Background: an optimization exercise with open tools, aiming at small area. Do not read the settings as production practice. The RTL was checked by simulation tests, not by an equivalence proof against the original design.

== north ==
## delay_calc_top
module delay_calc_top (
    input  logic                                 clk,
    input  logic                                 reset,
    input  logic                                 start,
    input  logic signed [delay_pkg::coord_w-1:0] x_elem,
    input  logic signed [delay_pkg::coord_w-1:0] z_elem,
    input  logic signed [delay_pkg::coord_w-1:0] x_focus,
    input  logic signed [delay_pkg::coord_w-1:0] z_focus,
    input  logic        [delay_pkg::elem_w-1:0]  elem,
    output logic        [delay_pkg::delay_w-1:0] delay_out,
    output logic        [delay_pkg::elem_w-1:0]  elem_out,
    output logic                                 done
);
For scale: ~760 cells after synthesis, ~83 flip-flops, roughly 90 I/O pins, ~7600 um2 of cells after synthesis.
clock: 7.5 ns
lec_check: 0
cap_margin: 20
core_margin: 2
core_utilization: 40
slew_margin: 20
standard.sh (not shown) runs the stock make flow with config.mk's settings and CLKGATE_MAP_FILE= SYNTH_SCRIPT=/design/flow/synth_recipe.tcl, a recipe that flattens the netlist after the stock synthesis.
==> flow/flow/run.sh <==
#!/bin/bash
set -euo pipefail
W=$PWD
{
  echo "include $W/config.mk"
  echo "export BUFFER_PORTS_ARGS = -buffer_cell sky130_fd_sc_hd__buf_1"
  echo "export CTS_ARGS = -sink_clustering_enable -repair_clock_nets -dont_use_dummy_load -buf_list sky130_fd_sc_hd__clkbuf_8"
  echo "export REMOVE_ABC_BUFFERS = 1"
} > "$W/own_config.mk"
sed "s#DESIGN_CONFIG=[^ ]*#DESIGN_CONFIG=$W/own_config.mk#" standard.sh > "$W/own_standard.sh"
bash "$W/own_standard.sh" > "$W/own_flow.log" 2>&1
Setup changes, north to south
==> flow/run.sh (new file) <==
#!/bin/bash
# synth_recipe.tcl (not shown) runs the flow's synth.tcl, then flattens the netlist and writes it again
# the make line also repeats each setting of config.mk as NAME=value (left out here)
make -C /OpenROAD-flow-scripts/flow DESIGN_CONFIG=/design/flow/config.mk WORK_HOME=/design/flow/orfs CLKGATE_MAP_FILE= SYNTH_SCRIPT=/design/flow/synth_recipe.tcl finish
removed: flow/flow/run.sh
removed: flow/standard.sh
Notes after the runs:
- Data required time at the worst endpoint essentially unchanged between north and south.
- Taking north as the reference, in south clock insertion delay at the later pin of the skew report has decreased, area of all placed cells without fillers has increased.

== main ==
Starting RTL as in the previous note.
==> flow/config.mk <==
export PLATFORM = sky130hd
export DESIGN_NAME = delay_calc_top
export DESIGN_NICKNAME = delay_calc_top
export VERILOG_FILES = /design/flow/design.v
export SDC_FILE = /design/flow/constraint.sdc
export NUM_CORES = 4
export LEC_CHECK = 0
export CAP_MARGIN = 20
export CORE_MARGIN = 2
export CORE_UTILIZATION = 40
export GPL_TIMING_DRIVEN = 0
export SLEW_MARGIN = 20
==> flow/constraint.sdc <==
create_clock -name core_clock -period 7.5 [get_ports {clk}]
set_input_delay 1.5000 -clock core_clock [delete_from_list [all_inputs] [get_ports {clk}]]
set_output_delay 1.5000 -clock core_clock [all_outputs]
set_load 0.01 [all_outputs]
==> flow/flow/run.sh <==
#!/bin/bash
set -euo pipefail
W=$PWD
{
  echo "include $W/config.mk"
  echo "export BUFFER_PORTS_ARGS = -buffer_cell sky130_fd_sc_hd__buf_1"
  echo "export CTS_ARGS = -sink_clustering_enable -repair_clock_nets -dont_use_dummy_load -buf_list sky130_fd_sc_hd__clkbuf_8"
} > "$W/own_config.mk"
sed "s#DESIGN_CONFIG=[^ ]*#DESIGN_CONFIG=$W/own_config.mk#" standard.sh > "$W/own_standard.sh"
bash "$W/own_standard.sh" > "$W/own_flow.log" 2>&1
main went all the way through synthesis, placement and routing and the layout is clean on timing, DRC and antenna.
> inputs changed (main -> the feature branch)
--- a/flow/flow/run.sh
+++ b/flow/flow/run.sh
@@ -1,2 +1,6 @@
 #!/bin/bash
+# Layout flow: the standard flow (standard.sh) with three changes to how the layout is
+# made: the port buffers are sky130_fd_sc_hd__buf_1 cells, clock tree synthesis adds no
+# dummy loads, and its buffers come from the list below. Everything else (synthesis,
+# floorplan, power grid, tap cells, placement, routing) is the standard flow.
 set -euo pipefail
@@ -6,3 +10,3 @@
   echo "export BUFFER_PORTS_ARGS = -buffer_cell sky130_fd_sc_hd__buf_1"
-  echo "export CTS_ARGS = -sink_clustering_enable -repair_clock_nets -dont_use_dummy_load -buf_list sky130_fd_sc_hd__clkbuf_8"
+  echo "export CTS_ARGS = -sink_clustering_enable -repair_clock_nets -dont_use_dummy_load"
 } > "$W/own_config.mk"
--- a/flow/config.mk
+++ b/flow/config.mk
@@ -10,3 +10,2 @@
 export CORE_UTILIZATION = 40
-export GPL_TIMING_DRIVEN = 0
 export SLEW_MARGIN = 20
Notes after the runs:
Lower sequential share of layout area was reported by the feature branch, not main. Relative to main, the design area measured on the feature branch has increased slightly.

==> what the ideal ports hide <==
Ports are ideal in the flow. The routed layouts listed here were re-timed in OpenROAD. Step 1 sets driving cells, clkbuf_16 on the clock port and buf_2 on the other inputs (assumed; they add their load-dependent delay and slew). Step 2 adds t to the input delays and takes it off the output delays; t is the mean of the earliest and latest rising clock arrival at the registers after step 1. Input paths then give back, and output paths get back, about the clock's delay inside the block. Slacks: ideal ports / drivers / drivers and shift; pairs: ideal ports / drivers.
run	t, ns	setup slack, ns	worst register clock-pin slew, ns
north	0.402	0.292 / 0.309 / -0.093	0.09 / 0.09
south	0.391	0.190 / 0.212 / -0.179	0.07 / 0.07
main	0.400	0.307 / 0.328 / -0.072	0.09 / 0.09
the feature branch	0.379	0.255 / 0.269 / -0.110	0.07 / 0.07
Met with ideal ports but missed after step 2: setup timing in every run listed. For north, which loses most, drivers alone change the setup slack by +0.017 ns; drivers and shift together by -0.385 ns.
